This design comes from an exercise in tuning for small area, a short achievable clock period and few clock cycles on the open sky130 flow, not from production work.
Function was checked by simulation only, so behaviour that the tests miss may differ from the original.
Power figures rest on the tool's default switching activity, not on a simulated workload.

<file path="flow/flow/run.sh">
#!/bin/bash
set -euo pipefail
MARGIN=5.5
sed -e "s/SETUP_SLACK_MARGIN=[0-9.]*/SETUP_SLACK_MARGIN=$MARGIN/" \
    -e 's/ "\${@:-finish}"/ "BUFFER_PORTS_ARGS=-buffer_cell sky130_fd_sc_hd__buf_2" "${@:-finish}"/' \
    standard.sh > standard_mod.sh
grep -q "SETUP_SLACK_MARGIN=$MARGIN" standard_mod.sh
grep -q "BUFFER_PORTS_ARGS=" standard_mod.sh
bash standard_mod.sh > standard.log 2>&1
</file>
<file path="flow/constraint.sdc">
create_clock -name core_clock -period 8.5 [get_ports {aclk}]
set_input_delay 1.7000 -clock core_clock [delete_from_list [all_inputs] [get_ports {aclk}]]
set_output_delay 1.7000 -clock core_clock [all_outputs]
set_load 0.01 [all_outputs]
</file>
<file path="flow/design.v">
`timescale 1ns / 1ps
`default_nettype none
package wcsp_pkg;
    localparam int MAX_DEPTH_DEFAULT = 32;
    typedef struct packed {
        logic [7:0] in_byte;
        logic       restart;
    } in_beat_t;
    typedef struct packed {
        logic [7:0]  opcode_out;
        logic [3:0]  imm_kind;
        logic [63:0] immediate;
        logic [31:0] mem_offset;
        logic [5:0]  nest_depth;
        logic [2:0]  error_code;
        logic        expr_end;
    } out_beat_t;
    typedef enum logic [3:0] {
        MODE_OPCODE   = 4'd0,
        MODE_INDEX    = 4'd1,
        MODE_CI_IDX   = 4'd2,
        MODE_CI_RES   = 4'd3,
        MODE_MEM_RES  = 4'd4,
        MODE_ALIGN    = 4'd5,
        MODE_OFFSET   = 4'd6,
        MODE_I32      = 4'd7,
        MODE_I64      = 4'd8,
        MODE_F32      = 4'd9,
        MODE_F64      = 4'd10,
        MODE_BTYPE    = 4'd11,
        MODE_TCOUNT   = 4'd12,
        MODE_TLABEL   = 4'd13,
        MODE_TDEFAULT = 4'd14
    } mode_t;
    typedef enum logic [1:0] {
        LEB_MORE = 2'd0,
        LEB_DONE = 2'd1,
        LEB_BAD  = 2'd2
    } leb_status_t;
    localparam logic [3:0] KIND_NONE     = 4'd0;
    localparam logic [3:0] KIND_INDEX    = 4'd1;
    localparam logic [3:0] KIND_MEMARG   = 4'd2;
    localparam logic [3:0] KIND_I32      = 4'd3;
    localparam logic [3:0] KIND_I64      = 4'd4;
    localparam logic [3:0] KIND_F32      = 4'd5;
    localparam logic [3:0] KIND_F64      = 4'd6;
    localparam logic [3:0] KIND_BTYPE    = 4'd7;
    localparam logic [3:0] KIND_TLABEL   = 4'd8;
    localparam logic [3:0] KIND_TDEFAULT = 4'd9;
    localparam logic [2:0] ERR_OK        = 3'd0;
    localparam logic [2:0] ERR_OPCODE    = 3'd1;
    localparam logic [2:0] ERR_VALTYPE   = 3'd2;
    localparam logic [2:0] ERR_LEB       = 3'd3;
    localparam logic [2:0] ERR_RESERVED  = 3'd4;
    localparam logic [2:0] ERR_DEPTH     = 3'd5;
    localparam logic [1:0] LVL_IF   = 2'd2;
    localparam logic [1:0] LVL_ELSE = 2'd3;
    localparam logic [7:0] OP_ELSE = 8'h05;
    localparam logic [7:0] OP_END  = 8'h0B;
    localparam logic [7:0] BT_EMPTY = 8'h40;
    localparam logic [7:0] BT_F64   = 8'h7C;
    localparam logic [7:0] BT_I32   = 8'h7F;
    function automatic logic op_plain(input logic [7:0] b);
        op_plain = (b == 8'h00) || (b == 8'h01) || (b == 8'h0F) || (b == 8'h1A) ||
               (b == 8'h1B) || (b >= 8'h45 && b <= 8'hBF) || (b == wcsp_pkg::OP_END);
    endfunction
    function automatic mode_t op_mode(input logic [7:0] b);
        mode_t m;
        m = wcsp_pkg::MODE_OPCODE;
        if (b >= 8'h02 && b <= 8'h04) m = wcsp_pkg::MODE_BTYPE;
        else if (b == 8'h0C || b == 8'h0D || b == 8'h10 || (b >= 8'h20 && b <= 8'h24))
            m = wcsp_pkg::MODE_INDEX;
        else if (b == 8'h0E) m = wcsp_pkg::MODE_TCOUNT;
        else if (b == 8'h11) m = wcsp_pkg::MODE_CI_IDX;
        else if (b >= 8'h28 && b <= 8'h3E) m = wcsp_pkg::MODE_ALIGN;
        else if (b == 8'h3F || b == 8'h40) m = wcsp_pkg::MODE_MEM_RES;
        else if (b == 8'h41) m = wcsp_pkg::MODE_I32;
        else if (b == 8'h42) m = wcsp_pkg::MODE_I64;
        else if (b == 8'h43) m = wcsp_pkg::MODE_F32;
        else if (b == 8'h44) m = wcsp_pkg::MODE_F64;
        op_mode = m;
    endfunction
endpackage
`default_nettype wire
`timescale 1ns / 1ps
`default_nettype none
module wcsp_level_stack #(
    parameter int MAX_DEPTH = wcsp_pkg::MAX_DEPTH_DEFAULT
) (
    input  wire logic aclk,
    input  wire logic upd,
    input  wire logic en,
    input  wire logic up,
    input  wire logic down,
    input  wire logic push_if,
    output logic      top_if
);
    logic [MAX_DEPTH-1:0] lvl, lvl_d, below, above;
    logic                 s_up, s_dn, s_hold;
    assign below  = {lvl[MAX_DEPTH-2:0], push_if};
    assign above  = {1'b0, lvl[MAX_DEPTH-1:1]};
    assign s_up   = en & up;
    assign s_dn   = en & !up & down;
    assign s_hold = !en | (!up & !down);
    assign lvl_d  = ({MAX_DEPTH{s_up}} & below) | ({MAX_DEPTH{s_dn}} & above) |
                    ({MAX_DEPTH{s_hold}} & {lvl[MAX_DEPTH-1:1], lvl[0] & !en});
    always_ff @(posedge aclk) begin
        if (upd) begin
            lvl <= lvl_d;
        end
    end
    assign top_if = lvl[0];
endmodule
`default_nettype wire
`timescale 1ns / 1ps
`default_nettype none
module wasm_code_stream_parser #(
    parameter int MAX_DEPTH = wcsp_pkg::MAX_DEPTH_DEFAULT
) (
    input  wire logic                aclk,
    input  wire logic                aresetn,
    input  wire logic                s_valid,
    output logic                     s_ready,
    input  wire logic [8:0]          s_data,
    output logic                     m_valid,
    input  wire logic                m_ready,
    output logic      [117:0]        m_data
);
    localparam int DW = $clog2(MAX_DEPTH + 1);
    localparam int O_OPC    = 0;
    localparam int O_IDX    = 1;
    localparam int O_CIIDX  = 2;
    localparam int O_CIRES  = 3;
    localparam int O_MEMRES = 4;
    localparam int O_ALIGN  = 5;
    localparam int O_OFF    = 6;
    localparam int O_I32    = 7;
    localparam int O_I64    = 8;
    localparam int O_F32    = 9;
    localparam int O_F64    = 10;
    localparam int O_BT     = 11;
    localparam int O_TCNT   = 12;
    localparam int O_TLAB   = 13;
    localparam int O_TDEF   = 14;
    localparam int NM       = 15;
    logic       bv_reg, sv_reg;
    logic [8:0] bd_reg, sd_reg;
    logic       adv;
    logic       in_acc;
    assign s_ready = !sv_reg;
    assign in_acc  = s_valid && !sv_reg;
    always_ff @(posedge aclk) begin
        if (!aresetn) begin
            bv_reg <= 1'b0;
            sv_reg <= 1'b0;
        end else begin
            if (!bv_reg || adv) begin
                bv_reg <= sv_reg || in_acc;
                sv_reg <= 1'b0;
            end else if (in_acc) begin
                sv_reg <= 1'b1;
            end
        end
    end
    always_ff @(posedge aclk) begin
        if (!bv_reg || adv) begin
            bd_reg <= sv_reg ? sd_reg : s_data;
        end
        if (in_acc) begin
            sd_reg <= s_data;
        end
    end
    logic [NM-1:0]   mode_reg, cm, nm;
    logic [63:0]     acc_reg, acc_next;
    logic [3:0]      cnt_reg, cnt_next;
    logic [7:0]      op_reg;
    logic [DW-1:0]   depth_reg, depth_next;
    logic            err_reg;
    logic            m_valid_reg;
    logic [3:0]      kind_reg, kind_next;
    logic [2:0]      ecode_reg, ecode_next;
    logic            fin_reg, fin_next;
    logic [7:0]      b;
    logic            rs;
    logic [DW-1:0]   cur_depth;
    logic            upd;
    logic            emit;
    assign b   = bd_reg[8:1];
    assign rs  = bd_reg[0];
    assign adv = bv_reg && (!m_valid_reg || m_ready);
    assign upd = adv && (rs || !err_reg);
    assign cm        = rs ? NM'(1) : mode_reg;
    assign cur_depth = rs ? '0 : depth_reg;
    logic c_opc, c_leb, c_l64, c_sgn, c_raw, c_res, c_f, f_last;
    assign c_opc  = cm[O_OPC];
    assign c_l64  = cm[O_I64];
    assign c_sgn  = cm[O_I32] | cm[O_I64];
    assign c_raw  = cm[O_F32] | cm[O_F64] | cm[O_BT];
    assign c_res  = cm[O_CIRES] | cm[O_MEMRES];
    assign c_f    = cm[O_F32] | cm[O_F64];
    assign c_leb  = cm[O_IDX] | cm[O_CIIDX] | cm[O_ALIGN] | cm[O_OFF] | cm[O_I32] |
                    cm[O_I64] | cm[O_TCNT] | cm[O_TLAB] | cm[O_TDEF];
    assign f_last = (cm[O_F32] & (cnt_reg[1:0] == 2'd3)) | (cm[O_F64] & (cnt_reg[2:0] == 3'd7));
    logic nb_bt, nb_idx, nb_tcnt, nb_ciidx, nb_align, nb_memres, nb_i32, nb_i64, nb_f32, nb_f64;
    logic nb_any, is_end, is_else;
    always_comb begin
        nb_bt     = (b >= 8'h02 && b <= 8'h04);
        nb_idx    = (b == 8'h0C || b == 8'h0D || b == 8'h10 || (b >= 8'h20 && b <= 8'h24));
        nb_tcnt   = (b == 8'h0E);
        nb_ciidx  = (b == 8'h11);
        nb_align  = (b >= 8'h28 && b <= 8'h3E);
        nb_memres = (b == 8'h3F || b == 8'h40);
        nb_i32    = (b == 8'h41);
        nb_i64    = (b == 8'h42);
        nb_f32    = (b == 8'h43);
        nb_f64    = (b == 8'h44);
        nb_any    = nb_bt | nb_idx | nb_tcnt | nb_ciidx | nb_align | nb_memres |
                    nb_i32 | nb_i64 | nb_f32 | nb_f64;
        is_end    = (b == wcsp_pkg::OP_END);
        is_else   = (b == wcsp_pkg::OP_ELSE);
    end
    logic op_bad;
    assign op_bad = !wcsp_pkg::op_plain(b) && !nb_any && !is_else;
    logic btype_ok;
    assign btype_ok = (b == wcsp_pkg::BT_EMPTY) || (b >= wcsp_pkg::BT_F64 && b <= wcsp_pkg::BT_I32);
    logic leb_last, pad_bad, leb_bad, fill;
    always_comb begin
        leb_last = c_l64 ? (cnt_reg == 4'd9) : (cnt_reg == 4'd4);
        if (c_l64)
            pad_bad = (b[6:0] != 7'h00) && (b[6:0] != 7'h7F);
        else if (c_sgn)
            pad_bad = (b[6:3] != 4'h0) && (b[6:3] != 4'hF);
        else
            pad_bad = (b[6:4] != 3'd0);
        leb_bad = c_leb && leb_last && (b[7] || pad_bad);
        fill    = c_sgn && b[6];
    end
    logic acc_clr, w64, w32, whi, hi_dec;
    always_comb begin
        acc_clr = c_opc | leb_bad | (c_res & (b != 8'd0)) |
                  (cm[O_BT] & !(btype_ok & !cur_depth[DW-1]));
        w64     = cm[O_I64];
        w32     = c_leb & !cm[O_I64] & !cm[O_OFF] & !cm[O_TCNT];
        whi     = cm[O_OFF] | cm[O_TCNT];
        hi_dec  = cm[O_TLAB] & !b[7];
        for (int i = 0; i < 64; i++) begin
            acc_next[i] = acc_reg[i];
            if (i < 32) begin
                if (acc_clr)                             acc_next[i] = 1'b0;
                else if (w32 | w64) begin
                    if (cnt_reg == 4'(i / 7))            acc_next[i] = b[i % 7];
                    else if (cnt_reg < 4'(i / 7))        acc_next[i] = fill;
                end else if (c_raw) begin
                    if (cnt_reg == 4'(i / 8))            acc_next[i] = b[i % 8];
                    else if (cnt_reg < 4'(i / 8))        acc_next[i] = 1'b0;
                end
            end else begin
                if (w64) begin
                    if (cnt_reg == 4'(i / 7))            acc_next[i] = b[i % 7];
                    else if (cnt_reg < 4'(i / 7))        acc_next[i] = fill;
                end else if (c_raw) begin
                    if (cnt_reg == 4'(i / 8))            acc_next[i] = b[i % 8];
                    else if (cnt_reg < 4'(i / 8))        acc_next[i] = 1'b0;
                end else if (whi) begin
                    if (cnt_reg == 4'((i - 32) / 7))     acc_next[i] = b[(i - 32) % 7];
                    else if (cnt_reg < 4'((i - 32) / 7)) acc_next[i] = 1'b0;
                end
            end
        end
        if (hi_dec) acc_next[63:32] = acc_reg[63:32] - 32'd1;
    end
    logic leb_nz;
    assign leb_nz = (b[6:0] != 7'd0) || ((cnt_reg != 4'd0) && (acc_reg[63:32] != 32'd0));
    logic aux_one;
    assign aux_one = (acc_reg[63:32] == 32'd1);
    logic push, pop, clr_top, top_if;
    logic dep_nz;
    assign dep_nz = (cur_depth != '0);
    always_comb begin
        logic b7, lend;
        b7   = b[7];
        lend = c_leb & !b7;
        nm[O_OPC]    = (c_opc & !nb_any) | cm[O_BT] | c_res | (c_f & f_last) |
                       (lend & (cm[O_IDX] | cm[O_OFF] | cm[O_I32] | cm[O_I64] | cm[O_TDEF]));
        nm[O_IDX]    = (c_opc & nb_idx)    | (cm[O_IDX] & b7);
        nm[O_CIIDX]  = (c_opc & nb_ciidx)  | (cm[O_CIIDX] & b7);
        nm[O_CIRES]  = cm[O_CIIDX] & !b7;
        nm[O_MEMRES] = c_opc & nb_memres;
        nm[O_ALIGN]  = (c_opc & nb_align)  | (cm[O_ALIGN] & b7);
        nm[O_OFF]    = (cm[O_ALIGN] & !b7) | (cm[O_OFF] & b7);
        nm[O_I32]    = (c_opc & nb_i32)    | (cm[O_I32] & b7);
        nm[O_I64]    = (c_opc & nb_i64)    | (cm[O_I64] & b7);
        nm[O_F32]    = (c_opc & nb_f32)    | (cm[O_F32] & !f_last);
        nm[O_F64]    = (c_opc & nb_f64)    | (cm[O_F64] & !f_last);
        nm[O_BT]     = c_opc & nb_bt;
        nm[O_TCNT]   = (c_opc & nb_tcnt)   | (cm[O_TCNT] & b7);
        nm[O_TLAB]   = (cm[O_TCNT] & !b7 & leb_nz) | (cm[O_TLAB] & b7) |
                       (cm[O_TLAB] & !b7 & !aux_one);
        nm[O_TDEF]   = (cm[O_TCNT] & !b7 & !leb_nz) | (cm[O_TLAB] & !b7 & aux_one) |
                       (cm[O_TDEF] & b7);
        cnt_next = (c_opc | lend) ? 4'd0 : cnt_reg + 4'd1;
        push    = cm[O_BT] & btype_ok & !cur_depth[DW-1];
        pop     = c_opc & is_end & dep_nz;
        clr_top = c_opc & is_else & dep_nz & top_if;
        if (push)      depth_next = cur_depth + 1'b1;
        else if (pop)  depth_next = cur_depth - 1'b1;
        else           depth_next = cur_depth;
        emit = (c_opc & !nb_any) | cm[O_BT] | c_res | (c_f & f_last) | leb_bad |
               (lend & (cm[O_IDX] | cm[O_OFF] | cm[O_TLAB] | cm[O_TDEF] | cm[O_I32] | cm[O_I64]));
        ecode_next = wcsp_pkg::ERR_OK;
        if ((c_opc & is_else & !(dep_nz & top_if)) | (c_opc & op_bad))
            ecode_next = wcsp_pkg::ERR_OPCODE;
        if (cm[O_BT] & !btype_ok)
            ecode_next = wcsp_pkg::ERR_VALTYPE;
        if (cm[O_BT] & btype_ok & cur_depth[DW-1])
            ecode_next = wcsp_pkg::ERR_DEPTH;
        if (c_res & (b != 8'd0))
            ecode_next = wcsp_pkg::ERR_RESERVED;
        if (leb_bad)
            ecode_next = wcsp_pkg::ERR_LEB;
        kind_next = wcsp_pkg::KIND_NONE;
        if (push)                          kind_next = wcsp_pkg::KIND_BTYPE;
        if (cm[O_CIRES] & (b == 8'd0))     kind_next = wcsp_pkg::KIND_INDEX;
        if (cm[O_F32])                     kind_next = wcsp_pkg::KIND_F32;
        if (cm[O_F64])                     kind_next = wcsp_pkg::KIND_F64;
        if (!leb_bad) begin
            if (cm[O_IDX])  kind_next = wcsp_pkg::KIND_INDEX;
            if (cm[O_OFF])  kind_next = wcsp_pkg::KIND_MEMARG;
            if (cm[O_TLAB]) kind_next = wcsp_pkg::KIND_TLABEL;
            if (cm[O_TDEF]) kind_next = wcsp_pkg::KIND_TDEFAULT;
            if (cm[O_I32])  kind_next = wcsp_pkg::KIND_I32;
            if (cm[O_I64])  kind_next = wcsp_pkg::KIND_I64;
        end
        fin_next = c_opc & is_end & !dep_nz;
    end
    wcsp_level_stack #(
        .MAX_DEPTH (MAX_DEPTH)
    ) u_stack (
        .aclk    (aclk),
        .upd     (upd),
        .en      (push | pop | clr_top),
        .up      (cm[O_BT]),
        .down    (is_end),
        .push_if (op_reg == 8'h04),
        .top_if  (top_if)
    );
    always_ff @(posedge aclk) begin
        if (!aresetn) begin
            mode_reg    <= NM'(1);
            depth_reg   <= '0;
            err_reg     <= 1'b0;
            m_valid_reg <= 1'b0;
        end else begin
            if (upd) begin
                mode_reg  <= nm;
                depth_reg <= depth_next;
                err_reg   <= (ecode_next != wcsp_pkg::ERR_OK);
            end
            if (upd && emit) begin
                m_valid_reg <= 1'b1;
            end else if (m_ready) begin
                m_valid_reg <= 1'b0;
            end
        end
    end
    always_ff @(posedge aclk) begin
        if (upd) begin
            acc_reg <= acc_next;
            cnt_reg <= cnt_next;
            if (c_opc) op_reg <= b;
            kind_reg  <= kind_next;
            ecode_reg <= ecode_next;
            fin_reg   <= fin_next;
        end
    end
    logic k_mem, k_64;
    logic [1:0] kmem_q, k64_q;
    assign k_mem = cm[O_OFF] & !leb_bad;
    assign k_64  = cm[O_F64] | (cm[O_I64] & !leb_bad);
    always_ff @(posedge aclk) begin
        if (upd) begin
            kmem_q[0] <= k_mem;
            kmem_q[1] <= !k_mem;
            k64_q[0]  <= k_64;
            k64_q[1]  <= !k_64;
        end
    end
    assign m_valid = m_valid_reg;
    assign m_data  = {op_reg, kind_reg,
                      acc_reg[63:48] & {16{k64_q[0]}}, acc_reg[47:32] & {16{!k64_q[1]}},
                      acc_reg[31:0],
                      acc_reg[63:48] & {16{kmem_q[0]}}, acc_reg[47:32] & {16{!kmem_q[1]}},
                      6'(depth_reg), ecode_reg, fin_reg};
endmodule
`default_nettype wire
</file>
<file path="flow/config.mk">
export PLATFORM = sky130hd
export DESIGN_NAME = wasm_code_stream_parser
export DESIGN_NICKNAME = wasm_code_stream_parser
export VERILOG_FILES = /design/flow/design.v
export SDC_FILE = /design/flow/constraint.sdc
export NUM_CORES = 4
export LEC_CHECK = 0
export ABC_CLOCK_PERIOD_IN_PS = 2500
export CAP_MARGIN = 20
export CORE_MARGIN = 2
export CORE_UTILIZATION = 40
export SETUP_SLACK_MARGIN = 5
export SLEW_MARGIN = 20
</file>
<file path="flow/standard.sh">
#!/bin/bash
# synth_recipe.tcl (not shown) runs the flow's synth.tcl, then flattens the netlist and writes it again
# the make line also repeats each setting of config.mk as NAME=value (left out here)
make -C /OpenROAD-flow-scripts/flow DESIGN_CONFIG=/design/flow/config.mk WORK_HOME=/design/flow/orfs CLKGATE_MAP_FILE= SYNTH_SCRIPT=/design/flow/synth_recipe.tcl "${@:-finish}"
</file>
==> results of run 1 <==
how the worst min path moves through the flow:
| stage | startpoint | to | cells past startpoint |
|---|---|---|---|
| 2_1_floorplan | bd_reg[3] | op_reg[2] | 0 |
| 3_3_place_gp | bd_reg[7] | op_reg[6] | 0 |
| 3_5_place_dp | bd_reg[7] | op_reg[6] | 0 |
| 4_1_cts | bd_reg[7] | op_reg[6] | 0 |
| 5_1_grt | bd_reg[7] | op_reg[6] | 0 |
| 6_report | bd_reg[7] | op_reg[6] | 0 |
metrics by stage:
stage          setup WS [ns]  total power, W  hold WS (ns)  instance area (um2)  utilization (%)
3_3_place_gp            4.33         0.00108         0.443                11000             43.4
4_1_cts                 5.50         0.00188         0.473                11800             46.6
5_1_grt                 5.46         0.00193         0.483                11900             47.1
6_report                5.52         0.00187         0.464                11900             47.1
3_5_place_dp            4.32         0.00108         0.440                11000             43.4
2_1_floorplan           5.50         0.00104         0.424                10400                -
report_power, final:
part           switching, W  internal, W
clock              0.000323     0.000459
combinational      0.000114    0.0000572
sequential        0.0000184     0.000894
total              0.000456      0.00141
kinds of logic (layout without fill, tap and decap cells):
group	count (synthesis)	in the layout	synth area share (%)
and+or+nand+nor	479	480	23.9
AOI/OAI and AO/OA	316	316	20.1
DFF	163	163	44.9
buffers and inverters	137	212	6.20
xor gates and xnor gates	28	28	2.37
muxes	12	12	1.28
adders and majority gates	11	11	1.33
layer usage:
layer | up-vias | global-route usage, % | routed length (um)
met2 | 459 | 34.0 | 13300
met5 | - | 0 | 0
met4 | 0 | 7.51 | 817
met1 | 4241 | 31.4 | 13600
met3 | 63 | 3.87 | 2330
li1 | 4353 | - | -
layout by cell type, fill, tap and decap left out, types with 17 or more instances in the layout:
cell type and n:
nor3_1 38, a22oi_1 41, buf_4 25, clkbuf_16 17
a21oi_1 85, nor2b_1 47, a31oi_1 19, nor2_1 77
dfxtp_1 24, a211oi_1 19, and2_1 42, nand3_1 26
o21ai_0 46, nand2_1 143, buf_2 132, edfxtp_1 138
critical path, stage by stage (launching register included):
cell      delay [ns]
edfxtp_1        0.38
buf_6           0.16
and2_2          0.18
buf_2           0.13
area by class of cell:
type	count	share of cell area, %
multi-input cells	847	43.8
flip-flops and latches	163	39.0
repair buffers	165	8.19
clock buffers	22	3.98
well taps	330	3.46
clock inverters	10	1.04
inverters	15	0.514
repair_timing:
item                       CTS  global route
setup buffers               12             5
gates cloned                 2             0
hold buffers                 0             0
pin swaps                    2             0
setup endpoints to repair  250           125
gates resized for setup     25            18
==> run notes, run 1 <==
Placed insts - 1501
Largest net degree at the start of global routing - 47
Area growth, synth to finish - 15.1%
Vias in the first global route - 8267
Fmax - 0.336 GHz
Crit Path Class - flop to output pin
Clock Skews - 0.0115 ns
Core box area - 25300 um2
Num CTS Buffers - 17
Synthesized area - 10400 um2
Root buf cell - clkbuf_16
WP data arrival - 1.28 ns
Inserted Diodes - 0
Startpoint class of the critical path - flop
Post-synthesis net count - 1170
Synth Flop Type - edfxtp_1
CTS tree - yes
Ratio of cells with drive above 1 in the final layout - 20.9%
Least-Margin Pin Slew - 1.04 ns
Routed WL - 30100 um
Starting Density - 40.9%
Most frequent cell after synthesis - nand2_1
Top cells by count, synth - nand2_1, edfxtp_1, a21oi_1, clkbuf_1, nor2_1
Crit path capture - m_data[92]
Number of synthesized flops with an enable pin - 138
First DRT Iteration DRCs - 1016
Register area share after synthesis - 44.9%
Rows - 58
Synthesized instance count - 1146
H-Tree Depth - 4
Finished Layout Cells - 1552
# clock sinks - 163
DRC - 0
Die H - 165 um
Reg2reg path depth - 7
Grt ovf - 0
Clock Pin Slew Worst Setup and Hold Paths - 0.06 ns
Count of final setup violators - 0
Clk Latency, worst-skew pair - 0.44 ns
Number of max-cap violations - 0
Slew HR - 29.9%
Cell variety after synth - 78
Final min period - 2.98 ns
Ranking of synthesized cells by area - edfxtp_1, nand2_1, dfxtp_1
# port buffers - 132
Post-synth ARST share - 0%
R2R Setup Slk - 5.64 ns
Final Hold Viols - 0
CP Launch Point - k64_q[0]
Max reg flops - 64
Post-Route Setup TNS - 0 ns
Maximum VDD drop - 0.139 mV
Clock buffer depth - 2
Yosys warns - 2
Initial antenna violation count - 0
Die area - 27200 um2
Area leader, netlist - edfxtp_1
GPL Wtd Cong - 0.914
Total number of vias - 9116
Total GRT Usage - 22.1%
Final Max Tran Viols - 0
Die width - 165 um
Ports - 133
Mean post-synth cell area - 9.03 um2
Top-area cell type share of the netlist area - 40.0%
Multi-input logic area - 5230 um2
Antenna viol nets, final - 0
RSZ-0062 raised after global routing - true
Filler cells - 2430
Crit end category - output pin
First-pass GRT wire length - 46500 um
Period utilisation layout - 35.0%
Seq cells post-synth - 163
Leakage - 4.29 nW
HPWL Detailed - 20000 um
Worst-path maximum fanout - 16
1st-pass router iterations - 6
FF-to-FF Start - bd_reg[2]
Hold crit path type - flop to flop
Nets@finish - 1233
Reg2reg end - acc_reg[26]
WL per Instance - 19.4 um
Register area - 4650 um2
Vias/cell - 5.87
P per Cell Area - 157 nW/um2
Status - timing/DRC/antenna clean
CP Data Required Time - 6.80 ns
Testbench counts, summed over its fixed seeds: cycles 33,140.
==> inputs of run 2 (changes only) <==
--- a/flow/flow/run.sh
+++ b/flow/flow/run.sh
@@ -1,5 +1,5 @@
 #!/bin/bash
 set -euo pipefail
-MARGIN=5.5
+MARGIN=5.65
 sed -e "s/SETUP_SLACK_MARGIN=[0-9.]*/SETUP_SLACK_MARGIN=$MARGIN/" \
     -e 's/ "\${@:-finish}"/ "BUFFER_PORTS_ARGS=-buffer_cell sky130_fd_sc_hd__buf_2" "${@:-finish}"/' \
==> run 2 against run 1 <==
  * Largest power group unchanged
  * Largest cell class unchanged
  * Synthesized cell count unchanged
  * First-iteration DRC count down 3.6%
  * Sequential power about the same
  * Highest routed layer unchanged
  * Global-route usage up 0.60 points
==> run notes, run 2 <==
Status - timing/DRC/antenna clean (unchanged)
Number of max-cap violations - 0 (unchanged)
Num CTS Buffers - 17 (unchanged)
Pre-CTS setup slack - 4.36 ns (was 4.32 ns)
Max reg flops - 64 (unchanged)
Total GRT Usage - 22.7% (was 22.1%)
Routed WL - 30700 um (was 30100 um)
Fmax - 0.330 GHz (was 0.336 GHz)
CTS tree - yes (unchanged)
Worst-path maximum fanout - 16 (unchanged)
Vias/cell - 5.88 (was 5.87)
Core box area - 25300 um2 (unchanged)
Finished Layout Cells - 1564 (was 1552)
First-pass GRT wire length - 47900 um (was 46500 um)
P per Cell Area - 152 nW/um2 (was 157 nW/um2)
Yosys warns - 2 (unchanged)
Clk Latency, worst-skew pair - 0.44 ns (about the same)
Area leader, netlist - edfxtp_1 (unchanged)
Final min period - 3.03 ns (was 2.98 ns)
Grt ovf - 0 (unchanged)
Register area share after synthesis - 44.9% (unchanged)
Startpoint class of the critical path - flop (unchanged)
WP data arrival - 1.33 ns (was 1.28 ns)
Period utilisation layout - 35.7% (was 35.0%)
Crit Path Class - flop to output pin (unchanged)
Net switching power - 0.000502 W (was 0.000456 W)
Maximum VDD drop - 0.130 mV (was 0.139 mV)
Final Max Tran Viols - 0 (unchanged)
Clock Skews - 0.0115 ns (about the same)
Seq cells post-synth - 163 (unchanged)
Inserted Diodes - 0 (unchanged)
Least-Margin Pin Slew - 0.933 ns (was 1.04 ns)
Final Hold Viols - 0 (unchanged)
First DRT Iteration DRCs - 979 (was 1016)
Total number of vias - 9196 (was 9116)
Mean post-synth cell area - 9.03 um2 (unchanged)
P_int - 0.00135 W (was 0.00141 W)
Die area - 27200 um2 (unchanged)
Clock buffer depth - 2 (unchanged)
Switching share of power - 27.2% (was 24.4%)
Number of synthesized flops with an enable pin - 138 (unchanged)
CP Data Required Time - 6.80 ns (about the same)
Area growth, synth to finish - 17.7% (was 15.1%)
H-Tree Depth - 4 (unchanged)
Ranking of synthesized cells by area - edfxtp_1, nand2_1, dfxtp_1 (unchanged)
Rows - 58 (unchanged)
Post-Route Setup TNS - 0 ns (unchanged)
Ratio of cells with drive above 1 in the final layout - 23.3% (was 20.9%)
Clk pwr share - 41.2% (was 41.9%)
Critical path's largest stage delay - 0.42 ns (was 0.38 ns)
# clock sinks - 163 (unchanged)
Leakage - 4.40 nW (was 4.29 nW)
Slew HR - 37.3% (was 29.9%)
Hold crit path type - flop to flop (unchanged)
Setup slack after layout - 5.47 ns (was 5.52 ns)
Clock Pin Slew Worst Setup and Hold Paths - 0.07 ns (was 0.06 ns)
Flop pwr share - 49.3% (was 48.9%)
Ports - 133 (unchanged)
Top cells by count, synth - nand2_1, edfxtp_1, a21oi_1, clkbuf_1, nor2_1 (unchanged)
Top-area cell type share of the netlist area - 40.0% (unchanged)
Most frequent cell after synthesis - nand2_1 (unchanged)
Post-synth ARST share - 0% (unchanged)
Combinational share of power - 9.5% (was 9.2%)
WL per Instance - 19.6 um (was 19.4 um)
Vias in the first global route - 8553 (was 8267)
Die H - 165 um (unchanged)
Largest net degree at the start of global routing - 47 (unchanged)
Count of final setup violators - 0 (unchanged)
DRC - 0 (unchanged)
Synth Flop Type - edfxtp_1 (unchanged)
Synthesized area - 10400 um2 (unchanged)
CP max stage cell - edfxtp_1 (unchanged)
Post-synthesis net count - 1170 (unchanged)
1st-pass router iterations - 5 (was 6)
Cell variety after synth - 78 (unchanged)
Initial antenna violation count - 0 (unchanged)
GPL Wtd Cong - 0.942 (was 0.914)
RSZ-0062 raised after global routing - true (unchanged)
Synthesized instance count - 1146 (unchanged)
Crit end category - output pin (unchanged)
Starting Density - 40.9% (unchanged)
Die width - 165 um (unchanged)
Highest-count cells in the layout ignoring fill and taps - nand2_1, edfxtp_1, buf_2, a21oi_1, nor2_1 (unchanged)
Most common cell after layout, fill and taps aside - nand2_1 (unchanged)
Worst path cell trace - buf_12 -> and2_2 -> buf_2 (was buf_6 -> and2_2 -> buf_2)
Root buf cell - clkbuf_16 (unchanged)
# port buffers - 132 (unchanged)
HPWL Detailed - 20400 um (was 20000 um)
Nets@finish - 1245 (was 1233)
Antenna viol nets, final - 0 (unchanged)
Placed insts - 1500 (was 1501)
==> run 2: cell counts after synthesis <==
No cell type changed its count.
==> run 2: cells by family (layout without fill, tap and decap cells) <==
kind of cell    count (synthesis)  in the layout  synth area share, %
simple gates                  479            480                 23.9
compound gates                316            316                 20.1
flops                         163            163                 44.9
buf+inv                       137            224                 6.20
xor+xnor                       28             28                 2.37
mux                            12             12                 1.28
fa+ha+maj                      11             11                 1.33
==> run 2: cell type report <==
cell class	count	area (um2)
Inverter	15	73.8
Fill cell	2405	13100
Sequential cell	163	4650
Tap cell	330	413
Clock buffer	17	425
Timing Repair Buffer	177	1110
Clock inverter	15	159
Multi-Input combinational cell	847	5340
==> run 2: final timing paths <==
check	slack (ns)	endpoint	startpoint	cells after the start
worst max-delay path	5.47	m_data[28]	kmem_q[0]	3
worst min register to register	0.46	op_reg[4]	bd_reg[5]	0
worst max register to register	5.75	acc_reg[25]	bd_reg[3]	8
worst min-delay path	0.46	op_reg[4]	bd_reg[5]	0
==> run 2: what timing repair did <==
action	in CTS	in global routing
gates cloned	1	2
setup buffers	21	8
hold buffers	0	0
gates resized for setup	37	37
hold endpoints to repair	0	0
endpoints found under the setup margin	274	162
pin swaps	1	4
==> run 2: worst max-delay path: cells and delay by family (launching register included) <==
| kind | cells | cell delay [ns] |
|---|---|---|
| flip-flops | 1 | 0.42 |
| buffers and inverters | 2 | 0.29 |
| AND/OR/NAND/NOR | 1 | 0.18 |
==> run 2: through the flow <==
step / utilization [%] / instance area [um2] / power, W / hold slack (ns)
after floorplan: - / 10500 / 0.00104 / 0.424
after detailed placement: 43.6 / 11000 / 0.00109 / 0.444
after global routing: 48.1 / 12200 / 0.00191 / 0.468
after CTS: 47.2 / 11900 / 0.00185 / 0.463
after global placement: 43.6 / 11000 / 0.00109 / 0.433
final: 48.1 / 12200 / 0.00185 / 0.459
==> run 2: power groups by stage <==
| stage | Clock [W] | Sequential (W) | Combinational, W |
|---|---|---|---|
| finish | 0.000761 | 0.000912 | 0.000175 |
| global route | 0.000808 | 0.000915 | 0.000191 |
| CTS | 0.000774 | 0.000912 | 0.000169 |
| detailed placement | 0 | 0.000932 | 0.000153 |
| global placement | 0 | 0.000932 | 0.000153 |
| floorplan | 0 | 0.000926 | 0.000113 |
==> run 2: per-layer routing <==
| layer | vias up | share of wire (%) | track usage [%] |
|---|---|---|---|
| li1 | 4367 | - | - |
| met1 | 4328 | 45 | 32.5 |
| met2 | 449 | 44 | 34.6 |
| met3 | 52 | 8.1 | 4.39 |
| met4 | 0 | 2.0 | 7.31 |
| met5 | - | 0 | 0 |
==> inputs of run 3 (changes only) <==
--- a/flow/flow/run.sh
+++ b/flow/flow/run.sh
@@ -1,5 +1,5 @@
 #!/bin/bash
 set -euo pipefail
-MARGIN=5.65
+MARGIN=5.5
 sed -e "s/SETUP_SLACK_MARGIN=[0-9.]*/SETUP_SLACK_MARGIN=$MARGIN/" \
     -e 's/ "\${@:-finish}"/ "BUFFER_PORTS_ARGS=-buffer_cell sky130_fd_sc_hd__buf_2" "${@:-finish}"/' \
--- a/flow/config.mk
+++ b/flow/config.mk
@@ -10,4 +10,5 @@
 export CORE_MARGIN = 2
 export CORE_UTILIZATION = 40
+export CTS_BUF_LIST = sky130_fd_sc_hd__clkbuf_4 sky130_fd_sc_hd__clkbuf_8
 export SETUP_SLACK_MARGIN = 5
 export SLEW_MARGIN = 20
==> run 3 against run 2 <==
  * Still clean on timing, DRC and antenna
  * Sequential power hardly changed
  * Non-clock buffer count is 5 lower
  * First-iteration DRC count is 1.6% lower
  * Area after synthesis stayed put
  * Synthesized cell count stayed put
  * Register-to-register slack worse by 0.13 ns
  * Combinational power is 2% lower
  * Via count is 0.52% lower
  * Routed wire length is 1.3% lower
  * Sequential share of layout area is 1.2 points higher
  * Core utilization is 1.6 points lower
  * Maximum frequency is 0.24% higher
  * Critical endpoint is now m_data[92]
  * Largest cell class unchanged
==> run notes, run 3 <==
Ranking of synthesized cells by area - edfxtp_1, nand2_1, dfxtp_1 (unchanged)
Switching share of power - 25.8% (was 27.2%)
DRC - 0 (unchanged)
Top cells by count, synth - nand2_1, edfxtp_1, a21oi_1, clkbuf_1, nor2_1 (unchanged)
Synthesized instance count - 1146 (unchanged)
Leakage - 4.25 nW (was 4.40 nW)
FF-to-FF Start - bd_reg[7] (was bd_reg[3])
Nets@finish - 1240 (was 1245)
Clk Latency, worst-skew pair - 0.47 ns (was 0.44 ns)
Pre-CTS setup slack - 4.32 ns (was 4.36 ns)
CP Launch Point - k64_q[0] (was kmem_q[0])
Clk pwr share - 35.4% (was 41.2%)
Crit end category - output pin (unchanged)
Synth Flop Type - edfxtp_1 (unchanged)
P_int - 0.00124 W (was 0.00135 W)
Most frequent cell after synthesis - nand2_1 (unchanged)
Area leader, netlist - edfxtp_1 (unchanged)
Reg2reg end - u_stack.lvl[11] (was acc_reg[25])
Register area share after synthesis - 44.9% (unchanged)
First DRT Iteration DRCs - 963 (was 979)
R2R Setup Slk - 5.62 ns (was 5.75 ns)
Most common cell after layout, fill and taps aside - nand2_1 (unchanged)
Largest net degree at the start of global routing - 47 (unchanged)
Vias in the first global route - 8311 (was 8553)
H-Tree Depth - 4 (unchanged)
Startpoint class of the critical path - flop (unchanged)
Area growth, synth to finish - 13.8% (was 17.7%)
Worst hold endpoint - op_reg[6] (was op_reg[4])
Clock Pin Slew Worst Setup and Hold Paths - 0.09 ns (was 0.07 ns)
Final Max Tran Viols - 0 (unchanged)
Worst path cell trace - buf_6 -> and2_2 -> buf_2 (was buf_12 -> and2_2 -> buf_2)
Net switching power - 0.000432 W (was 0.000502 W)
Post-synth ARST share - 0% (unchanged)
Antenna viol nets, final - 0 (unchanged)
Inserted Diodes - 0 (unchanged)
Post-synthesis net count - 1170 (unchanged)
Ports - 133 (unchanged)
Seq cells post-synth - 163 (unchanged)
Top-area cell type share of the netlist area - 40.0% (unchanged)
GPL Wtd Cong - 0.914 (was 0.942)
Die area - 27200 um2 (unchanged)
Setup slack after layout - 5.48 ns (was 5.47 ns)
Die width - 165 um (unchanged)
CP Data Required Time - 6.80 ns (about the same)
Number of synthesized flops with an enable pin - 138 (unchanged)
CTS tree - yes (unchanged)
Num CTS Buffers - 17 (unchanged)
P per Cell Area - 142 nW/um2 (was 152 nW/um2)
Synthesized area - 10400 um2 (unchanged)
Final Hold Viols - 0 (unchanged)
Highest-count cells in the layout ignoring fill and taps - nand2_1, edfxtp_1, buf_2, a21oi_1, nor2_1 (unchanged)
WP data arrival - 1.32 ns (was 1.33 ns)
Reg2reg path depth - 8 (unchanged)
Total GRT Usage - 22.2% (was 22.7%)
WL per Instance - 19.4 um (was 19.6 um)
Final min period - 3.02 ns (was 3.03 ns)
Starting Density - 40.9% (unchanged)
Grt ovf - 0 (unchanged)
Fmax - 0.331 GHz (was 0.330 GHz)
Cell variety after synth - 78 (unchanged)
Routed WL - 30300 um (was 30700 um)
Yosys warns - 2 (unchanged)
Hold crit path type - flop to flop (unchanged)
Flop pwr share - 54.4% (was 49.3%)
Initial antenna violation count - 0 (unchanged)
Crit Path Class - flop to output pin (unchanged)
# clock sinks - 163 (unchanged)
# port buffers - 132 (unchanged)
Final Total Pwr - 0.00168 W (was 0.00185 W)
Die H - 165 um (unchanged)
Combinational share of power - 10.2% (was 9.5%)
Least-Margin Pin Slew - 0.946 ns (was 0.933 ns)
Mean post-synth cell area - 9.03 um2 (unchanged)
Worst hold path cell count - 0 (unchanged)
RSZ-0062 raised after global routing - true (unchanged)
Rows - 58 (unchanged)
Total number of vias - 9148 (was 9196)
First-pass GRT wire length - 46800 um (was 47900 um)
1st-pass router iterations - 5 (unchanged)
Period utilisation layout - 35.6% (was 35.7%)
HPWL Detailed - 20000 um (was 20400 um)
Slew HR - 36.4% (was 37.3%)
Count of final setup violators - 0 (unchanged)
Clock Skews - 0.0173 ns (was 0.0115 ns)
Status - timing/DRC/antenna clean (unchanged)
Number of max-cap violations - 0 (unchanged)
CP max stage cell - edfxtp_1 (unchanged)
Worst-path maximum fanout - 16 (unchanged)
Ratio of cells with drive above 1 in the final layout - 21.5% (was 23.3%)
Root buf cell - clkbuf_8 (was clkbuf_16)
Maximum VDD drop - 0.0891 mV (was 0.130 mV)
Clock buffer depth - 2 (unchanged)
Vias/cell - 5.87 (was 5.88)
Critical path's largest stage delay - 0.39 ns (was 0.42 ns)
Max reg flops - 64 (unchanged)
Core box area - 25300 um2 (unchanged)
Post-Route Setup TNS - 0 ns (unchanged)
Min-delay src - bd_reg[7] (was bd_reg[5])
[run 3: cells by family after synthesis]
group | synth area share (%)
simple gates | 23.9
compound gates | 20.1
flops | 44.9
buf+inv | 6.20
xor+xnor | 2.37
mux | 1.28
fa+ha+maj | 1.33
[run 3: repair_timing]
| action | in CTS | in global routing |
|---|---|---|
| pin swaps | 2 | 1 |
| setup buffers | 19 | 5 |
| hold buffers | 0 | 0 |
| endpoints found under the setup margin | 251 | 156 |
| resized for setup | 29 | 14 |
| cloned | 2 | 0 |
| endpoints found under the hold margin | 0 | 0 |
[run 3: layer usage]
| metal | share of wire [%] | vias to the layer above | global-route usage [%] |
|---|---|---|---|
| li1 | - | 4353 | - |
| met1 | 45 | 4276 | 31.6 |
| met2 | 45 | 441 | 34.0 |
| met3 | 7.2 | 78 | 3.64 |
| met4 | 2.8 | 0 | 8.18 |
| met5 | 0 | - | 0 |
[run 3: critical path, delay by kind of cell (launching register included)]
family / cells / cell delay, ns
DFF: 1 / 0.39
buffers and inverters: 2 / 0.29
and+or+nand+nor: 1 / 0.18
[run 3: how the worst max path moves through the flow]
stage / slack [ns] / endpoint
2_1_floorplan: 5.50 / acc_reg[35]
3_3_place_gp: 4.33 / acc_reg[37]
3_5_place_dp: 4.32 / acc_reg[36]
4_1_cts: 5.45 / m_data[28]
5_1_grt: 5.40 / m_data[92]
6_report: 5.48 / m_data[92]
[run 3: final cells by class]
type	count	area, um2
tap	330	413
clock inverter	10	124
multi-input combinational	847	5220
inverter	15	58.8
fill	2447	13500
clock buffer	22	290
sequential	163	4650
timing repair buffer	172	1020
[run 3: stage by stage]
| step | cell area (um2) | instances | util (%) | hold slack [ns] |
|---|---|---|---|---|
| 2_1_floorplan | 10400 | 1146 | - | 0.424 |
| 3_3_place_gp | 11000 | 1501 | 43.4 | 0.443 |
| 3_5_place_dp | 11000 | 1501 | 43.4 | 0.440 |
| 4_1_cts | 11700 | 1554 | 46.1 | 0.481 |
| 5_1_grt | 11800 | 1559 | 46.5 | 0.493 |
| 6_report | 11800 | 1559 | 46.5 | 0.468 |
[run 3: power by group through the flow]
stage | logic [W] | clock network, W | registers (W)
4_1_cts | 0.000167 | 0.000608 | 0.000911
5_1_grt | 0.000185 | 0.000641 | 0.000915
3_3_place_gp | 0.000150 | 0 | 0.000933
2_1_floorplan | 0.000111 | 0 | 0.000925
6_report | 0.000171 | 0.000593 | 0.000912
3_5_place_dp | 0.000150 | 0 | 0.000933
==> inputs of run 4 (changes only) <==
--- a/flow/flow/run.sh
+++ b/flow/flow/run.sh
@@ -1,5 +1,5 @@
 #!/bin/bash
 set -euo pipefail
-MARGIN=5.5
+MARGIN=5.4
 sed -e "s/SETUP_SLACK_MARGIN=[0-9.]*/SETUP_SLACK_MARGIN=$MARGIN/" \
     -e 's/ "\${@:-finish}"/ "BUFFER_PORTS_ARGS=-buffer_cell sky130_fd_sc_hd__buf_2" "${@:-finish}"/' \
==> run 4 against run 3 <==
  * Area after synthesis stayed put
  * Clock power fell by 3%
  * Sequential power about the same
  * Critical path depth unchanged
  * Synthesized cell count unchanged
  * Critical endpoint is now m_data[28]
  * Power shrank 1.3%
  * Worst hold slack better by 0.023 ns
  * Worst setup slack got worse by 0.0086 ns
  * Die area unchanged
  * Routed wire length decreased by 0.60%
==> run notes, run 4 <==
Register area share after synthesis - 44.9% (unchanged)
Synthesized area - 10400 um2 (unchanged)
Leakage - 4.17 nW (was 4.25 nW)
Largest family of logic cells by synthesized area - simple AND/OR/NAND/NOR gates (unchanged)
First DRT Iteration DRCs - 1176 (was 963)
Final Hold Viols - 0 (unchanged)
Highest-count cells in the layout ignoring fill and taps - nand2_1, edfxtp_1, buf_2, a21oi_1, nor2_1 (unchanged)
Area leader, netlist - edfxtp_1 (unchanged)
Clock Skews - 0.0131 ns (was 0.0173 ns)
Inserted Diodes - 0 (unchanged)
Simple-gate share of the synthesized area - 23.9% (unchanged)
Root buf cell - clkbuf_8 (unchanged)
Die width - 165 um (unchanged)
Ports - 133 (unchanged)
Filler cells - 2421 (was 2447)
P per Cell Area - 142 nW/um2 (about the same)
Final Max Tran Viols - 0 (unchanged)
Synthesized instance count - 1146 (unchanged)
Post-synthesis mux area share - 1.28% (unchanged)
# port buffers - 132 (unchanged)
H-Tree Depth - 4 (unchanged)
First-pass GRT wire length - 46400 um (was 46800 um)
Post-synth ARST share - 0% (unchanged)
RSZ-0062 raised after global routing - true (unchanged)
Initial antenna violation count - 0 (unchanged)
Ranking of synthesized cells by area - edfxtp_1, nand2_1, dfxtp_1 (unchanged)
Mean post-synth cell area - 9.03 um2 (unchanged)
Largest net degree at the start of global routing - 47 (unchanged)
# clock sinks - 163 (unchanged)
M2 GR Usage - 34.3% (was 34.0%)
Maximum VDD drop - 0.0935 mV (was 0.0891 mV)
Yosys warns - 2 (unchanged)
Count of final setup violators - 0 (unchanged)
Antenna viol nets, final - 0 (unchanged)
Starting Density - 40.9% (unchanged)
Worst-path maximum fanout - 16 (unchanged)
CTS tree - yes (unchanged)
GPL Wtd Cong - 0.892 (was 0.914)
Fmax - 0.330 GHz (was 0.331 GHz)
Number of synthesized flops with an enable pin - 138 (unchanged)
Area growth, synth to finish - 12.5% (was 13.8%)
Top cells by count, synth - nand2_1, edfxtp_1, a21oi_1, clkbuf_1, nor2_1 (unchanged)
Post-synthesis compound-gate area fraction - 20.1% (unchanged)
Clock Pin Slew Worst Setup and Hold Paths - 0.10 ns (was 0.09 ns)
Final Total Pwr - 0.00165 W (was 0.00168 W)
Status - timing/DRC/antenna clean (unchanged)
Synth Flop Type - edfxtp_1 (unchanged)
Seq cells post-synth - 163 (unchanged)
Max reg flops - 64 (unchanged)
HPWL Detailed - 20200 um (was 20000 um)
WP data arrival - 1.33 ns (was 1.32 ns)
Total GRT Usage - 22.0% (was 22.2%)
Clock buffer depth - 2 (unchanged)
WL per Instance - 19.4 um (about the same)
Top-area cell type share of the netlist area - 40.0% (unchanged)
Num CTS Buffers - 17 (unchanged)
Final Util - 46.0% (was 46.5%)
DRC - 0 (unchanged)
1st-pass router iterations - 6 (was 5)
Hold crit path type - flop to flop (unchanged)
Startpoint class of the critical path - flop (unchanged)
Nets@finish - 1230 (was 1240)
Xor-xnor portion of the synthesized cell area - 2.37% (unchanged)
Slew HR - 29.4% (was 36.4%)
Crit end category - output pin (unchanged)
Synth Area in Adders - 1.33% (unchanged)
Vias/cell - 5.88 (was 5.87)
Top Usage Layer GRT - met2 (unchanged)
Grt ovf - 0 (unchanged)
Crit Path Class - flop to output pin (unchanged)
Most frequent cell after synthesis - nand2_1 (unchanged)
Number of max-cap violations - 0 (unchanged)
Vias in the first global route - 8204 (was 8311)
Ratio of cells with drive above 1 in the final layout - 20.2% (was 21.5%)
Period utilisation layout - 35.7% (was 35.6%)
Final min period - 3.03 ns (was 3.02 ns)
Most common cell after layout, fill and taps aside - nand2_1 (unchanged)
Clk Latency, worst-skew pair - 0.46 ns (was 0.47 ns)
Routed WL - 30100 um (was 30300 um)
Least-Margin Pin Slew - 1.04 ns (was 0.946 ns)
Met3 usage - 3.59% (was 3.64%)
Post-synthesis net count - 1170 (unchanged)
Rows - 58 (unchanged)
Met1 usage - 31.3% (was 31.6%)
Cell variety after synth - 78 (unchanged)
Total number of vias - 9110 (was 9148)
Die H - 165 um (unchanged)
Core box area - 25300 um2 (unchanged)
Die area - 27200 um2 (unchanged)
CP Data Required Time - 6.80 ns (about the same)
Post-Route Setup TNS - 0 ns (unchanged)
run 4: cell counts after synthesis:
Identical to the previous run, type by type.
run 4: cell families (layout without fill, tap and decap cells):
family	Yosys count	in the layout
AOI/OAI and AO/OA	316	316
xor gates and xnor gates	28	28
adders and majority gates	11	11
buffers and inverters	137	209
DFF	163	163
muxes	12	12
and+or+nand+nor	479	480
run 4: final timing paths:
kind | from | cells past startpoint | slack [ns] | end
setup / recovery | kmem_q[0] | 3 | 5.47 | m_data[28]
hold reg to reg | mode_reg[3] | 2 | 0.49 | mode_reg[3]
setup reg to reg | bd_reg[0] | 7 | 5.47 | acc_reg[11]
hold / removal | mode_reg[3] | 2 | 0.49 | mode_reg[3]
run 4: metal layers:
metal | vias to the layer above | routed length [um]
met4 | 0 | 585
met5 | - | 0
met1 | 4274 | 13700
met3 | 45 | 2350
met2 | 459 | 13500
li1 | 4332 | -
run 4: power by group:
part | internal, W | leakage (nW) | switching (W)
clock | 0.000249 | 0.195 | 0.000324
combinational | 0.0000562 | 2.47 | 0.000115
sequential | 0.000893 | 1.51 | 0.0000169
run 4: repair_timing:
action,4_1_cts,5_1_grt
endpoints found under the setup margin,242,95
pin swaps,2,2
buffers inserted,9,3
gates resized for setup,18,12
hold buffers,0,0
gates cloned,2,0
run 4: area by class of cell:
cell class	count	area, um2	area share (%)
Inverter	15	58.8	0.505
Sequential cell	163	4650	39.9
Multi-Input combinational cell	847	5200	44.7
Timing Repair Buffer	162	935	8.03
Tap cell	330	413	3.55
Clock buffer	18	248	2.13
Clock inverter	14	143	1.23
run 4: critical path, stage by stage (launching register included):
cell and delay, ns:
edfxtp_1 0.37, buf_4 0.18, and2_2 0.19, buf_2 0.13
run 4: stage by stage:
step / hold WS [ns] / instance area, um2 / setup WS (ns) / std cells
floorplan: 0.424 / 10400 / 5.46 / 1146
global placement: 0.476 / 11000 / 4.18 / 1503
detailed placement: 0.481 / 11000 / 4.14 / 1503
CTS: 0.494 / 11600 / 5.39 / 1546
global route: 0.512 / 11600 / 5.33 / 1549
finish: 0.491 / 11600 / 5.47 / 1549
==> inputs of run 5 (changes only) <==
--- a/flow/flow/run.sh
+++ b/flow/flow/run.sh
@@ -1,5 +1,5 @@
 #!/bin/bash
 set -euo pipefail
-MARGIN=5.4
+MARGIN=5.5
 sed -e "s/SETUP_SLACK_MARGIN=[0-9.]*/SETUP_SLACK_MARGIN=$MARGIN/" \
     -e 's/ "\${@:-finish}"/ "BUFFER_PORTS_ARGS=-buffer_cell sky130_fd_sc_hd__buf_2" "${@:-finish}"/' \
--- a/flow/config.mk
+++ b/flow/config.mk
@@ -9,5 +9,5 @@
 export CAP_MARGIN = 20
 export CORE_MARGIN = 2
-export CORE_UTILIZATION = 40
+export CORE_UTILIZATION = 50
 export CTS_BUF_LIST = sky130_fd_sc_hd__clkbuf_4 sky130_fd_sc_hd__clkbuf_8
 export SETUP_SLACK_MARGIN = 5
==> run 5 against run 4 <==
  * Register-to-register slack improved by 0.08 ns
  * Cell count decreased by 3.3%
  * Clock power hardly changed
  * Final area increased by 0.14%
  * Still clean
  * Largest cell class unchanged
  * First-iteration DRC count is 19% lower
  * Non-clock buffer count increased by 9
  * Worst setup slack got worse by 0.019 ns
  * Sequential power about the same
  * Sequential share of layout area about the same
==> run notes, run 5 <==
Post-Route Setup TNS - 0 ns (unchanged)
Synth Flop Type - edfxtp_1 (unchanged)
HPWL Detailed - 20800 um (was 20200 um)
Worst-path maximum fanout - 12 (was 16)
Hold_buf cts - 0 (unchanged)
Antenna viol nets, final - 0 (unchanged)
Leakage - 4.21 nW (was 4.17 nW)
Mean post-synth cell area - 9.03 um2 (unchanged)
Final Hold Viols - 0 (unchanged)
First DRT Iteration DRCs - 951 (was 1176)
Crit Path Class - flop to output pin (unchanged)
Period utilisation layout - 35.9% (was 35.7%)
Crit end category - output pin (unchanged)
P_int - 0.00117 W (was 0.00120 W)
Area growth, synth to finish - 12.6% (was 12.5%)
Total number of vias - 9289 (was 9110)
Ratio of cells with drive above 1 in the final layout - 21.2% (was 20.2%)
Multi-input logic area - 5210 um2 (was 5200 um2)
Clock Pin Slew Worst Setup and Hold Paths - 0.11 ns (was 0.10 ns)
Net switching power - 0.000485 W (was 0.000456 W)
Clk pwr share - 34.6% (was 34.7%)
Vias/cell - 6.20 (was 5.88)
Inserted Diodes - 0 (unchanged)
Most common cell after layout, fill and taps aside - nand2_1 (unchanged)
Grt ovf - 0 (unchanged)
Largest net degree at the start of global routing - 47 (unchanged)
# port buffers - 132 (unchanged)
Combinational share of power - 10.3% (about the same)
Maximum VDD drop - 0.103 mV (was 0.0935 mV)
Min-delay src - mode_reg[2] (was mode_reg[3])
Initial antenna violation count - 0 (unchanged)
WP data arrival - 1.35 ns (was 1.33 ns)
Top-area cell type share of the netlist area - 40.0% (unchanged)
Top cells by count, synth - nand2_1, edfxtp_1, a21oi_1, clkbuf_1, nor2_1 (unchanged)
# clock sinks - 163 (unchanged)
Starting Density - 51.0% (was 40.9%)
WL per Instance - 20.7 um (was 19.4 um)
Final min period - 3.05 ns (was 3.03 ns)
FF-to-FF Start - bd_reg[3] (was bd_reg[0])
Root buf cell - clkbuf_8 (unchanged)
P per Cell Area - 142 nW/um2 (about the same)
Register area share after synthesis - 44.9% (unchanged)
Slew HR - 34.6% (was 29.4%)
Vias in the first global route - 8631 (was 8204)
CP max stage cell - edfxtp_1 (unchanged)
Worst path cell trace - buf_6 -> and2_1 -> buf_2 (was buf_4 -> and2_2 -> buf_2)
RSZ-0062 raised after global routing - true (unchanged)
Synthesized area - 10400 um2 (unchanged)
First-pass GRT wire length - 49100 um (was 46400 um)
Ports - 133 (unchanged)
Die area - 21900 um2 (was 27200 um2)
Clock buffer depth - 2 (unchanged)
1st-pass router iterations - 5 (was 6)
Highest-count cells in the layout ignoring fill and taps - nand2_1, edfxtp_1, buf_2, a21oi_1, nor2_1 (unchanged)
Least-Margin Pin Slew - 0.967 ns (was 1.04 ns)
Core box area - 20300 um2 (was 25300 um2)
DRC - 0 (unchanged)
Synthesized instance count - 1146 (unchanged)
Rows - 52 (was 58)
Num CTS Buffers - 17 (unchanged)
Worst path bufs/invs - 2 (unchanged)
Critical path's largest stage delay - 0.43 ns (was 0.37 ns)
Seq cells post-synth - 163 (unchanged)
CP top delay family - flip-flops (unchanged)
Register area - 4650 um2 (about the same)
Switching share of power - 29.3% (was 27.6%)
Fmax - 0.328 GHz (was 0.330 GHz)
Final Max Tran Viols - 0 (unchanged)
Die width - 148 um (was 165 um)
Max reg flops - 64 (unchanged)
Yosys warns - 2 (unchanged)
Area leader, netlist - edfxtp_1 (unchanged)
CTS tree - yes (unchanged)
Flop pwr share - 55.1% (was 55.0%)
Hold crit path type - flop to flop (unchanged)
Post-synthesis net count - 1170 (unchanged)
Post-synth ARST share - 0% (unchanged)
Ranking of synthesized cells by area - edfxtp_1, nand2_1, dfxtp_1 (unchanged)
CP Data Required Time - 6.80 ns (about the same)
Clk Latency, worst-skew pair - 0.49 ns (was 0.46 ns)
Cell variety after synth - 78 (unchanged)
GPL Wtd Cong - 0.949 (was 0.892)
Status - timing/DRC/antenna clean (unchanged)
Routed WL - 31000 um (was 30100 um)
Die H - 148 um (was 165 um)
Startpoint class of the critical path - flop (unchanged)
Number of max-cap violations - 0 (unchanged)
H-Tree Depth - 4 (unchanged)
Clock Skews - 0.0232 ns (was 0.0131 ns)
Filler cells - 1866 (was 2421)
Number of synthesized flops with an enable pin - 138 (unchanged)
Count of final setup violators - 0 (unchanged)
Most frequent cell after synthesis - nand2_1 (unchanged)
Nets@finish - 1239 (was 1230)
Total GRT Usage - 28.6% (was 22.0%)
CP Launch Point - k64_q[0] (was kmem_q[0])
Final Util - 57.4% (was 46.0%)
## run 5: worst paths after layout
path | end | slack [ns] | depth (start not counted)
worst max-delay path | m_data[98] | 5.45 | 3
worst min register to register | mode_reg[3] | 0.55 | 2
worst min-delay path | mode_reg[3] | 0.55 | 2
worst max register to register | acc_reg[27] | 5.55 | 7
## run 5: routing by layer
| metal | GRT usage (%) | wire, um |
|---|---|---|
| met5 | 0 | 0 |
| met4 | 10.5 | 896 |
| met3 | 5.12 | 2330 |
| met2 | 45.0 | 14300 |
| met1 | 39.8 | 13500 |
## run 5: metrics by stage
step                      std cells  area, um2  worst slack (ns)  hold WS [ns]  total power [W]
after floorplan                1146      10400              5.50         0.424          0.00104
after global placement         1441      10900              4.02         0.504          0.00108
after detailed placement       1441      10900              3.98         0.523          0.00108
after CTS                      1491      11500              5.44         0.543          0.00165
after global routing           1498      11700              5.38         0.577          0.00171
final                          1498      11700              5.45         0.547          0.00165
## run 5: logic make-up after synthesis
family / after synthesis / synth area share [%]
DFF: 163 / 44.9
and+or+nand+nor: 479 / 23.9
buffers and inverters: 137 / 6.20
muxes: 12 / 1.28
AOI/OAI and AO/OA: 316 / 20.1
xor gates and xnor gates: 28 / 2.37
adders and majority gates: 11 / 1.33
## run 5: repair_timing
| item | in CTS | in global routing |
|---|---|---|
| resized for setup | 28 | 16 |
| buffers inserted | 17 | 7 |
| cloned | 1 | 0 |
| pin swaps | 2 | 3 |
| endpoints found under the setup margin | 257 | 140 |
## run 5: worst register-to-register path, stage by stage (launching register included)
cell and delay [ns]:
edfxtp_1 0.37, buf_4 0.26, nor4_4 0.53, a211o_1 0.24, o21ai_1 0.16, a211oi_4 0.41
nand2_2 0.32, a311oi_1 0.42
## run 5: power by group through the flow
stage | logic [W] | clock network (W) | registers [W]
detailed placement | 0.000153 | 0 | 0.000931
CTS | 0.000166 | 0.000578 | 0.000911
floorplan | 0.000111 | 0 | 0.000925
global placement | 0.000153 | 0 | 0.000931
global route | 0.000185 | 0.000607 | 0.000915
finish | 0.000171 | 0.000572 | 0.000912
## run 5: final cells by class
| type | instances | share of cell area, % |
|---|---|---|
| Clock buffer | 17 | 2.01 |
| Multi-Input combinational cell | 847 | 44.7 |
| Inverter | 15 | 0.665 |
| Tap cell | 270 | 2.90 |
| Sequential cell | 163 | 39.9 |
| Clock inverter | 15 | 1.41 |
| Timing Repair Buffer | 171 | 8.48 |
==> inputs of run 6 (changes only) <==
==> flow/flow/run.sh (replaced) <==
#!/bin/bash
set -euo pipefail
MARGIN=5.5
sed -e "s/SETUP_SLACK_MARGIN=[0-9.]*/SETUP_SLACK_MARGIN=$MARGIN/" \
    -e 's/ "\${@:-finish}"/ "BUFFER_PORTS_ARGS=-buffer_cell sky130_fd_sc_hd__buf_1" "${@:-finish}"/' \
    standard.sh > standard_mod.sh
grep -q "SETUP_SLACK_MARGIN=$MARGIN" standard_mod.sh
grep -q "BUFFER_PORTS_ARGS=" standard_mod.sh
bash standard_mod.sh > standard.log 2>&1
--- a/flow/config.mk
+++ b/flow/config.mk
@@ -9,6 +9,5 @@
 export CAP_MARGIN = 20
 export CORE_MARGIN = 2
-export CORE_UTILIZATION = 50
-export CTS_BUF_LIST = sky130_fd_sc_hd__clkbuf_4 sky130_fd_sc_hd__clkbuf_8
+export CORE_UTILIZATION = 40
 export SETUP_SLACK_MARGIN = 5
 export SLEW_MARGIN = 20
==> run 6 against run 5 <==
  * Still clean
  * Maximum frequency up 2.6%
  * Final area up 2.3%
  * Power up 12%
  * Sequential power about the same
  * Die area up 24%
  * Critical path depth unchanged
  * Synthesized cell count unchanged
  * Core utilization down 10 points
  * Worst hold slack worse by 0.042 ns
  * Worst setup slack better by 0.078 ns
  * First-iteration DRC count up 13%
  * Combinational power about the same
  * Critical endpoint is now m_data[92]
==> run notes, run 6 <==
Status - timing/DRC/antenna clean (unchanged)
CP Data Required Time - 6.80 ns (about the same)
Register area share after synthesis - 44.9% (unchanged)
Clock buffer depth - 2 (unchanged)
Core box area - 25300 um2 (was 20300 um2)
Hold_buf cts - 0 (unchanged)
Starting Density - 40.9% (was 51.0%)
Top-area cell type share of the netlist area - 40.0% (unchanged)
Number of synthesized flops with an enable pin - 138 (unchanged)
Cell variety after synth - 78 (unchanged)
Area leader, netlist - edfxtp_1 (unchanged)
Max reg flops - 64 (unchanged)
First DRT Iteration DRCs - 1075 (was 951)
Count of final setup violators - 0 (unchanged)
Post-synth ARST share - 0% (unchanged)
Top cells by count, synth - nand2_1, edfxtp_1, a21oi_1, clkbuf_1, nor2_1 (unchanged)
GPL Wtd Cong - 0.926 (was 0.949)
P per Cell Area - 155 nW/um2 (was 142 nW/um2)
Combinational share of power - 9.1% (was 10.3%)
Leakage - 4.00 nW (was 4.21 nW)
P_int - 0.00136 W (was 0.00117 W)
HPWL Detailed - 20100 um (was 20800 um)
Routed WL - 30400 um (was 31000 um)
Synthesized area - 10400 um2 (unchanged)
Rows - 58 (was 52)
WP data arrival - 1.27 ns (was 1.35 ns)
WL per Instance - 19.5 um (was 20.7 um)
Period utilisation layout - 35.0% (was 35.9%)
Fmax - 0.336 GHz (was 0.328 GHz)
Clk pwr share - 41.5% (was 34.6%)
Filler cells - 2444 (was 1866)
Die width - 165 um (was 148 um)
Final min period - 2.97 ns (was 3.05 ns)
Clock Pin Slew Worst Setup and Hold Paths - 0.07 ns (was 0.11 ns)
WHS - 0.505 ns (was 0.547 ns)
Largest net degree at the start of global routing - 55 (was 47)
Maximum VDD drop - 0.125 mV (was 0.103 mV)
Least-Margin Pin Slew - 0.999 ns (was 0.967 ns)
Highest-count cells in the layout ignoring fill and taps - nand2_1, edfxtp_1, buf_1, a21oi_1, nor2_1 (was nand2_1, edfxtp_1, buf_2, a21oi_1, nor2_1)
Final Hold Viols - 0 (unchanged)
CTS tree - yes (unchanged)
Vias in the first global route - 8286 (was 8631)
Vias/cell - 5.90 (was 6.20)
1st-pass router iterations - 5 (unchanged)
Most common cell after layout, fill and taps aside - nand2_1 (unchanged)
Flop pwr share - 49.4% (was 55.1%)
Finished Layout Cells - 1558 (was 1498)
Initial antenna violation count - 0 (unchanged)
# clock sinks - 163 (unchanged)
Seq cells post-synth - 163 (unchanged)
Clock Skews - 0.0114 ns (was 0.0232 ns)
Ratio of cells with drive above 1 in the final layout - 14.7% (was 21.2%)
Slew HR - 32.5% (was 34.6%)
Die H - 165 um (was 148 um)
Total number of vias - 9185 (was 9289)
Ranking of synthesized cells by area - edfxtp_1, nand2_1, dfxtp_1 (unchanged)
Post-Route Setup TNS - 0 ns (unchanged)
Final Util - 47.1% (was 57.4%)
H-Tree Depth - 4 (unchanged)
Antenna viol nets, final - 0 (unchanged)
Switching share of power - 26.4% (was 29.3%)
Final Max Tran Viols - 0 (unchanged)
Number of max-cap violations - 0 (unchanged)
Total GRT Usage - 21.9% (was 28.6%)
Clk Latency, worst-skew pair - 0.43 ns (was 0.49 ns)
Crit Path Class - flop to output pin (unchanged)
Die area - 27200 um2 (was 21900 um2)
Mean post-synth cell area - 9.03 um2 (unchanged)
Post-synthesis net count - 1170 (unchanged)
Yosys warns - 2 (unchanged)
Pre-CTS setup slack - 4.14 ns (was 3.98 ns)
Synthesized instance count - 1146 (unchanged)
Net switching power - 0.000487 W (was 0.000485 W)
Crit end category - output pin (unchanged)
Setup slack after layout - 5.53 ns (was 5.45 ns)
Nets@finish - 1239 (unchanged)
Most frequent cell after synthesis - nand2_1 (unchanged)
# port buffers - 132 (unchanged)
RSZ-0062 raised after global routing - true (unchanged)
Area growth, synth to finish - 15.2% (was 12.6%)
Synth Flop Type - edfxtp_1 (unchanged)
Grt ovf - 0 (unchanged)
Hold crit path type - flop to flop (unchanged)
Startpoint class of the critical path - flop (unchanged)
Num CTS Buffers - 17 (unchanged)
Worst-path maximum fanout - 16 (was 12)
First-pass GRT wire length - 46200 um (was 49100 um)
DRC - 0 (unchanged)
Root buf cell - clkbuf_16 (was clkbuf_8)
Placed insts - 1504 (was 1441)
Inserted Diodes - 0 (unchanged)
Ports - 133 (unchanged)
[run 6: cell counts after synthesis]
No cell type changed its count.
[run 6: stage by stage]
stage	total power [W]	instance area [um2]
finish	0.00185	11900
floorplan	0.00104	10400
CTS	0.00185	11600
global placement	0.00108	10800
global route	0.00190	11900
detailed placement	0.00108	10800
[run 6: worst paths after layout]
check / cells past startpoint / endpoint / start / slack (ns)
min: 2 / mode_reg[3] / mode_reg[3] / 0.50
max: 3 / m_data[92] / k64_q[0] / 5.53
max reg2reg: 7 / acc_reg[31] / bd_reg[0] / 5.68
min reg2reg: 2 / mode_reg[3] / mode_reg[3] / 0.50
[run 6: critical path, cell delays in order, from the launching register on]
cell and delay (ns):
edfxtp_1 0.38, buf_6 0.15, and2_2 0.19, buf_1 0.12
[run 6: kinds of logic after synthesis]
group / count (synthesis) / share of synthesized area, %
AOI/OAI and AO/OA: 316 / 20.1
xor gates and xnor gates: 28 / 2.37
adders and majority gates: 11 / 1.33
buffers and inverters: 137 / 6.20
DFF: 163 / 44.9
muxes: 12 / 1.28
and+or+nand+nor: 479 / 23.9
[run 6: metal layers]
| layer | up-vias | share of wire, % | global-route usage, % |
|---|---|---|---|
| met5 | - | 0 | 0 |
| met4 | 0 | 2.9 | 8.58 |
| met3 | 75 | 7.0 | 3.42 |
| met2 | 466 | 45 | 33.8 |
| met1 | 4277 | 45 | 30.9 |
| li1 | 4367 | - | - |
[run 6: layout make-up]
type	instances	area, um2	share of cell area (%)
clock inverters	15	146	1.23
repair buffers	171	972	8.15
inverters	15	68.8	0.577
multi-input cells	847	5250	44.1
flip-flops and latches	163	4650	39.0
clock buffers	17	425	3.57
well taps	330	413	3.46
[run 6: repair_timing]
item,CTS,global route
endpoints found under the setup margin,242,143
gates resized for setup,22,113
hold endpoints to repair,0,0
gates cloned,1,0
pin swaps,2,2
setup buffers,10,11
[run 6: power groups by stage]
stage	Combinational (W)	Sequential, W	Clock (W)
global placement	0.000149	0.000929	0
finish	0.000168	0.000911	0.000766
global route	0.000181	0.000914	0.000808
detailed placement	0.000150	0.000929	0
CTS	0.000158	0.000911	0.000781
floorplan	0.000111	0.000925	0

-- afterwards: timing with drivers on the ports --
In the flow no input, the clock included, has a driving cell. The finished layouts below were timed again as built, in two steps. Step 1 sets driving cells, clkbuf_16 on the clock port and buf_2 on the other inputs (assumed; they add their load-dependent delay and slew). Step 2 also shifts input and output timing later by t, the mid clock arrival at the registers, as if the neighbouring blocks saw the same clock. a / b / c = no drivers / after step 1 / after step 2; a / b = the first two.
run	t (ns)	setup slack, ns	worst setup path at the end	worst slew at a driven data input, ns
run 1	0.479	5.523 / 5.473 / 5.155	input to register	0.03
run 2	0.485	5.470 / 5.420 / 5.287	input to register	0.03
run 3	0.506	5.477 / 5.435 / 5.169	input to register	0.03
run 4	0.501	5.468 / 5.425 / 5.073	input to register	0.04
run 5	0.520	5.449 / 5.410 / 5.179	input to register	0.03
run 6	0.477	5.527 / 5.477 / 5.218	input to register	0.04
After both steps setup and hold are still met in every run listed. For run 4, which loses most, drivers alone change the setup slack by -0.043 ns; drivers and shift together by -0.395 ns.
